What follows belongs to an exercise in optimizing a design on an open flow for small area, a short achievable clock period and few clock cycles per item; a production flow would make more cautious choices.
The RTL was checked by simulation tests, not by an equivalence proof against the original design.

==> branch willow <==
==> flow/design.v (excerpt) <==
module iu_core (
  input  logic        forever_cpuclk,
  input  logic        rst_n,
  input  logic        flush,
  input  logic        issue_vld,
  input  logic [1:0]  issue_unit,
  input  logic [3:0]  issue_func,
  input  logic [31:0] issue_src0,
  input  logic [31:0] issue_src1,
  input  logic [5:0]  issue_dst_preg,
  output logic        wb_vld,
  output logic [5:0]  wb_preg,
  output logic [31:0] wb_data,
  output logic        ex1_fwd_vld,
  output logic [5:0]  ex1_fwd_preg,
  output logic [31:0] ex1_fwd_data,
  output logic        ex1_stall
);
  iu_pkg::iu_issue_t issue;
  iu_pkg::iu_rslt_t  wb;
  iu_pkg::iu_rslt_t  ex1_fwd;
  always_comb begin
    issue.vld      = issue_vld;
    issue.unit     = iu_pkg::iu_unit_e'(issue_unit);
    issue.func     = issue_func;
    issue.src0     = issue_src0;
    issue.src1     = issue_src1;
    issue.dst_preg = issue_dst_preg;
  end
  iu_top u_iu_top (
    .forever_cpuclk (forever_cpuclk),
    .rst_n          (rst_n         ),
    .flush          (flush         ),
    .issue          (issue         ),
    .wb             (wb            ),
    .ex1_fwd        (ex1_fwd       ),
    .ex1_stall      (ex1_stall     )
  );
  assign wb_vld       = wb.vld;
  assign wb_preg      = wb.preg;
  assign wb_data      = wb.data;
  assign ex1_fwd_vld  = ex1_fwd.vld;
  assign ex1_fwd_preg = ex1_fwd.preg;
  assign ex1_fwd_data = ex1_fwd.data;
endmodule
==> flow/config.mk <==
export PLATFORM = sky130hd
export DESIGN_NAME = iu_core
export DESIGN_NICKNAME = iu_core
export VERILOG_FILES = /design/flow/design.v
export SDC_FILE = /design/flow/constraint.sdc
export NUM_CORES = 4
export LEC_CHECK = 0
export CAP_MARGIN = 20
export CORE_MARGIN = 2
export CORE_UTILIZATION = 40
export SLEW_MARGIN = 20
==> flow/constraint.sdc <==
create_clock -name core_clock -period 10.0 [get_ports {forever_cpuclk}]
set_input_delay 2.0000 -clock core_clock [delete_from_list [all_inputs] [get_ports {forever_cpuclk}]]
set_output_delay 2.0000 -clock core_clock [all_outputs]
set_load 0.01 [all_outputs]
run.sh (not shown) runs the stock make flow with config.mk's settings and CLKGATE_MAP_FILE= SYNTH_SCRIPT=/design/flow/synth_recipe.tcl, a recipe that flattens the netlist after the stock synthesis.
==> inputs of branch lagoon, as changes to branch willow <==
--- a/flow/design.v
+++ b/flow/design.v
@@ -58,32 +58,42 @@
   logic [32:0] sum;
   logic        ltu;
   logic        lt;
   logic        left;
   logic        arith;
-  logic [31:0] sh_in;
-  logic [32:0] sh_ext;
-  logic [31:0] sh_out;
+  logic [4:0]  rot_n;
+  logic        fill;
+  logic [31:0] rot0;
+  logic [31:0] rot1;
+  logic [31:0] rot2;
+  logic [31:0] rot3;
+  logic [31:0] rot4;
+  logic [31:0] ge_sh;
+  logic [31:0] keep;
   logic [31:0] sh_rslt;
   assign sub = func[0] | func[3];
   assign sum = {1'b0, src0} + {1'b0, src1 ^ {32{sub}}} + {32'd0, sub};
   assign ltu = ~sum[32];
   assign lt  = (src0[31] ^ src1[31]) ? src0[31] : sum[31];
   assign left  = ~func[1];
   assign arith = func[0] & func[1];
+  assign rot_n = left ? 5'd0 - src1[4:0] : src1[4:0];
+  assign fill  = arith & src0[31];
+  assign rot0 = rot_n[0] ? {src0[0],     src0[31:1]}  : src0;
+  assign rot1 = rot_n[1] ? {rot0[1:0],   rot0[31:2]}  : rot0;
+  assign rot2 = rot_n[2] ? {rot1[3:0],   rot1[31:4]}  : rot1;
+  assign rot3 = rot_n[3] ? {rot2[7:0],   rot2[31:8]}  : rot2;
+  assign rot4 = rot_n[4] ? {rot3[15:0],  rot3[31:16]} : rot3;
   always_comb begin
     for (int i = 0; i < 32; i++) begin
-      sh_in[i] = left ? src0[31-i] : src0[i];
+      ge_sh[i] = (5'(i) >= src1[4:0]);
     end
-  end
-  assign sh_ext = $signed({arith & src0[31], sh_in}) >>> src1[4:0];
-  assign sh_out = sh_ext[31:0];
-  always_comb begin
     for (int i = 0; i < 32; i++) begin
-      sh_rslt[i] = left ? sh_out[31-i] : sh_out[i];
+      keep[i] = left ? ge_sh[i] : ge_sh[31-i];
     end
   end
+  assign sh_rslt = (rot4 & keep) | ({32{fill}} & ~keep);
   always_comb begin
     if (func[3]) begin
       rslt = {31'd0, func[0] ? ltu : lt};
     end else begin
       case (func[2:0])
@@ -103,49 +113,48 @@
   input  logic                      flush,
   input  logic                      sel,
   input  logic [iu_pkg::FUNC_W-1:0] func,
   input  logic [iu_pkg::XLEN-1:0]   src0,
   input  logic [iu_pkg::XLEN-1:0]   src1,
-  output logic                      mul_busy,
+  output logic                      mul_busy1,
+  output logic                      mul_busy2,
   output logic [iu_pkg::XLEN-1:0]   mul_rslt
 );
   logic        signed_op;
-  logic        high_sel;
-  logic [32:0] a_ext;
   logic [32:0] a_q;
-  logic [16:0] bh_q;
+  logic [32:0] b_q;
   logic [48:0] acc_q;
   logic        high_q;
-  logic [32:0] mx;
   logic [16:0] my;
   logic [32:0] mz;
   logic [49:0] mp;
   assign signed_op = (func == iu_pkg::MUL_MULH);
-  assign high_sel  = func[0] | func[1];
-  assign a_ext     = {signed_op & src0[31], src0};
-  assign mx = mul_busy ? a_q : a_ext;
-  assign my = mul_busy ? bh_q : {1'b0, src1[15:0]};
-  assign mz = mul_busy ? acc_q[48:16] : 33'd0;
+  assign my = mul_busy2 ? b_q[32:16] : {1'b0, b_q[15:0]};
+  assign mz = mul_busy2 ? acc_q[48:16] : 33'd0;
   iu_mac u_mac (
-    .x (mx),
+    .x (a_q),
     .y (my),
     .z (mz),
     .p (mp)
   );
   always_ff @(posedge forever_cpuclk) begin
     if (!rst_n || flush) begin
-      mul_busy <= 1'b0;
+      mul_busy1 <= 1'b0;
+      mul_busy2 <= 1'b0;
     end else begin
-      mul_busy <= sel;
+      mul_busy1 <= sel;
+      mul_busy2 <= mul_busy1;
     end
   end
   always_ff @(posedge forever_cpuclk) begin
     if (sel) begin
-      a_q    <= a_ext;
-      bh_q   <= {signed_op & src1[31], src1[31:16]};
+      a_q    <= {signed_op & src0[31], src0};
+      b_q    <= {signed_op & src1[31], src1};
+      high_q <= func[0] | func[1];
+    end
+    if (mul_busy1) begin
       acc_q  <= mp[48:0];
-      high_q <= high_sel;
     end
   end
   assign mul_rslt = high_q ? mp[47:16] : {mp[15:0], acc_q[15:0]};
 endmodule
 module iu_mac (
@@ -1506,12 +1515,15 @@
   input  logic                      flush,
   input  logic                      sel,
   input  logic [iu_pkg::FUNC_W-1:0] func,
   input  logic [iu_pkg::XLEN-1:0]   src0,
   input  logic [iu_pkg::XLEN-1:0]   src1,
+  input  logic [iu_pkg::PREG_W-1:0] dst_preg,
   output logic                      div_busy,
   output logic                      div_done,
+  output logic                      div_last,
+  output logic [iu_pkg::PREG_W-1:0] div_preg,
   output logic [iu_pkg::XLEN-1:0]   div_rslt
 );
   logic        is_signed;
   logic        s0_neg;
   logic        s1_neg;
@@ -1559,11 +1571,12 @@
   assign rem1  = bit1 ? diff1[31:0] : rem_q;
   assign dvs1  = {1'b0, dvs_q[31:1]};
   assign diff2 = {1'b0, rem1} - {1'b0, dvs1};
   assign bit2  = ~diff2[32];
   assign rem2  = bit2 ? diff2[31:0] : rem1;
-  assign div_done = div_busy & (norm_q ? early : (cnt_q[4:1] == 4'd0));
+  assign div_last = div_busy & ~norm_q & (cnt_q[4:1] == 4'd0);
+  assign div_done = div_last | (div_busy & norm_q & early);
   always_comb begin
     if (norm_q) begin
       fin_q = {32{bz_q}};
       fin_r = rem_q;
     end else if (cnt_q[0]) begin
@@ -1593,10 +1606,11 @@
       dvs_q     <= s1_neg ? -src1 : src1;
       bz_q      <= (src1 == 32'd0);
       q_neg_q   <= (s0_neg ^ s1_neg) & (src1 != 32'd0);
       r_neg_q   <= s0_neg;
       rem_sel_q <= func[1];
+      div_preg  <= dst_preg;
     end else if (norm_q) begin
       norm_q <= 1'b0;
       dvs_q  <= dvs_norm;
       quo_q  <= 32'd0;
       cnt_q  <= sdiff[4:0];
@@ -1613,43 +1627,52 @@
   input  logic                      forever_cpuclk,
   input  logic                      rst_n,
   input  logic                      flush,
   input  iu_pkg::iu_issue_t         issue,
   input  logic                      alu_sel,
-  input  logic                      hold,
+  input  logic                      mul_sel,
   input  logic [iu_pkg::XLEN-1:0]   alu_rslt,
-  input  logic                      mul_busy,
+  input  logic                      mul_busy2,
   input  logic [iu_pkg::XLEN-1:0]   mul_rslt,
   input  logic                      div_done,
+  input  logic [iu_pkg::PREG_W-1:0] div_preg,
   input  logic [iu_pkg::XLEN-1:0]   div_rslt,
   output iu_pkg::iu_rslt_t          wb,
   output iu_pkg::iu_rslt_t          ex1_fwd
 );
-  logic [iu_pkg::PREG_W-1:0] preg_q;
+  logic                      s1_vld;
+  logic [iu_pkg::PREG_W-1:0] s1_preg;
+  logic [iu_pkg::XLEN-1:0]   s1_data;
+  logic                      s2_vld;
+  logic [iu_pkg::PREG_W-1:0] s2_preg;
+  logic [iu_pkg::XLEN-1:0]   s2_data;
   always_comb begin
     ex1_fwd.vld  = alu_sel;
     ex1_fwd.preg = issue.dst_preg;
     ex1_fwd.data = alu_rslt;
   end
   always_ff @(posedge forever_cpuclk) begin
-    if (!hold) begin
-      preg_q <= issue.dst_preg;
-    end
-  end
-  always_ff @(posedge forever_cpuclk) begin
     if (!rst_n) begin
+      s1_vld <= 1'b0;
+      s2_vld <= 1'b0;
       wb.vld <= 1'b0;
     end else begin
-      wb.vld <= ~flush & (alu_sel | mul_busy | div_done);
+      s1_vld <= ~flush & (alu_sel | mul_sel);
+      s2_vld <= ~flush & (s1_vld | div_done);
+      wb.vld <= ~flush & s2_vld;
     end
-    if (hold) begin
-      wb.preg <= preg_q;
-      wb.data <= mul_busy ? mul_rslt : div_rslt;
+    s1_preg <= issue.dst_preg;
+    s1_data <= alu_rslt;
+    if (div_done) begin
+      s2_preg <= div_preg;
+      s2_data <= div_rslt;
     end else begin
-      wb.preg <= issue.dst_preg;
-      wb.data <= alu_rslt;
+      s2_preg <= s1_preg;
+      s2_data <= s1_data;
     end
+    wb.preg <= s2_preg;
+    wb.data <= mul_busy2 ? mul_rslt : s2_data;
   end
 endmodule
 `timescale 1ns/100ps
 module iu_top (
   input  logic              forever_cpuclk,
@@ -1665,14 +1688,17 @@
   logic                    mul_sel;
   logic                    div_sel;
   logic [iu_pkg::XLEN-1:0] alu_rslt;
   logic [iu_pkg::XLEN-1:0] mul_rslt;
   logic [iu_pkg::XLEN-1:0] div_rslt;
-  logic                    mul_busy;
+  logic                    mul_busy1;
+  logic                    mul_busy2;
   logic                    div_busy;
   logic                    div_done;
-  assign ex1_stall = mul_busy | div_busy;
+  logic                    div_last;
+  logic [iu_pkg::PREG_W-1:0] div_preg;
+  assign ex1_stall = (div_busy & ~div_last) | (mul_busy1 & (issue.unit == iu_pkg::UNIT_MUL));
   assign issue_go  = issue.vld & ~ex1_stall & ~flush;
   assign alu_sel   = issue_go & (issue.unit == iu_pkg::UNIT_ALU);
   assign mul_sel   = issue_go & (issue.unit == iu_pkg::UNIT_MUL);
   assign div_sel   = issue_go & (issue.unit == iu_pkg::UNIT_DIV);
   iu_alu u_alu (
@@ -1687,11 +1713,12 @@
     .flush          (flush         ),
     .sel            (mul_sel       ),
     .func           (issue.func    ),
     .src0           (issue.src0    ),
     .src1           (issue.src1    ),
-    .mul_busy       (mul_busy      ),
+    .mul_busy1      (mul_busy1     ),
+    .mul_busy2      (mul_busy2     ),
     .mul_rslt       (mul_rslt      )
   );
   iu_div u_div (
     .forever_cpuclk (forever_cpuclk),
     .rst_n          (rst_n         ),
@@ -1699,24 +1726,28 @@
     .sel            (div_sel       ),
     .func           (issue.func    ),
     .src0           (issue.src0    ),
     .src1           (issue.src1    ),
     .div_busy       (div_busy      ),
+    .dst_preg       (issue.dst_preg),
     .div_done       (div_done      ),
+    .div_last       (div_last      ),
+    .div_preg       (div_preg      ),
     .div_rslt       (div_rslt      )
   );
   iu_wb_ctrl u_wb_ctrl (
     .forever_cpuclk (forever_cpuclk),
     .rst_n          (rst_n         ),
     .flush          (flush         ),
     .issue          (issue         ),
     .alu_sel        (alu_sel       ),
-    .hold           (ex1_stall     ),
+    .mul_sel        (mul_sel       ),
     .alu_rslt       (alu_rslt      ),
-    .mul_busy       (mul_busy      ),
+    .mul_busy2      (mul_busy2     ),
     .mul_rslt       (mul_rslt      ),
     .div_done       (div_done      ),
+    .div_preg       (div_preg      ),
     .div_rslt       (div_rslt      ),
     .wb             (wb            ),
     .ex1_fwd        (ex1_fwd       )
   );
 endmodule
ABC_CLOCK_PERIOD_IN_PS = 7000   (was default)
SETUP_SLACK_MARGIN = 3   (was default)
==> qor summary <==
Proportion of cell area occupied by registers: branch lagoon 0.162; branch willow 0.145
DP Wirelength: branch lagoon 143 mm; branch willow 148 mm
Minimum setup slack in the final design: branch lagoon 2010 ps; branch willow 221 ps
Total nets after synthesis: branch lagoon 5,768; branch willow 5,634
Area of combinational cells with multiple inputs: branch lagoon 0.0350 mm^2; branch willow 0.0314 mm^2
Final instance area: branch lagoon 0.0551 mm^2; branch willow 0.0465 mm^2
Crit path buf inv count: branch lagoon 7; branch willow 3
Total standard cell area after synthesis: branch lagoon 0.0436 mm^2; branch willow 0.0413 mm^2
Antenna violations before repair: branch lagoon 16; branch willow 11
Via count normalized by instance count: branch lagoon 6.22; branch willow 6.25
Clock latency at the later pin of the worst-skew pair: branch lagoon 630 ps; branch willow 620 ps
Multi-input gate share of the layout cell area: branch lagoon 0.636; branch willow 0.674
EDFF count, synth: branch lagoon 196; branch willow 180
Sequential element share of the synthesized area: branch lagoon 0.204; branch willow 0.163
Met1 GRT Util: branch lagoon 0.421; branch willow 0.460
Outcome: branch lagoon complete, no violations; branch willow complete, no violations
Non-CTS buffers: branch lagoon 624; branch willow 418
Met2 global-route usage: branch lagoon 0.513; branch willow 0.515
Hold endpoint: branch lagoon u_iu_top.u_wb_ctrl.wb[37]; branch willow u_iu_top.u_div.quo_q[3]
Clock-cell share: branch lagoon 0.0273; branch willow 0.0245
Syn-to-layout area delta: branch lagoon 26.3%; branch willow 12.8%
CTS clk-pin slew, worst paths: branch lagoon 50 ps; branch willow 60 ps
Overall routing resource usage: branch lagoon 0.331; branch willow 0.340
Die outline area: branch lagoon 0.112 mm^2; branch willow 0.106 mm^2
Testbench counts of branch willow, summed over its fixed seeds: cycles 11,630, items 8,000.
Testbench counts of branch lagoon, summed over its fixed seeds: cycles 9,867, items 8,000.

## port drivers added, routing unchanged
The results above use ideal ports. As a check the final layouts listed here were re-extracted and re-timed, cells and wires unchanged.
Step 1 assumes that a clkbuf_16 drives the clock port and a buf_2 every other input.
Step 2 adds t to the input delays and takes it off the output delays; t is the mean of the earliest and latest rising clock arrival at the registers after step 1. Input paths then give back, and output paths get back, about the clock's delay inside the block.
Three values: ideal, step 1, step 2; two values: the first two.
| run | t (ns) | setup slack, ns | latest minus earliest clock arrival (ns) |
|---|---|---|---|
| branch willow | 0.665 | 0.221 / 0.198 / -0.115 | 0.060 / 0.060 |
| branch lagoon | 0.683 | 2.005 / 1.962 / 1.962 | 0.056 / 0.056 |
Met with ideal ports but missed after step 2: setup timing in branch willow. For branch willow, which loses most, drivers alone change the setup slack by -0.023 ns; drivers and shift together by -0.336 ns.
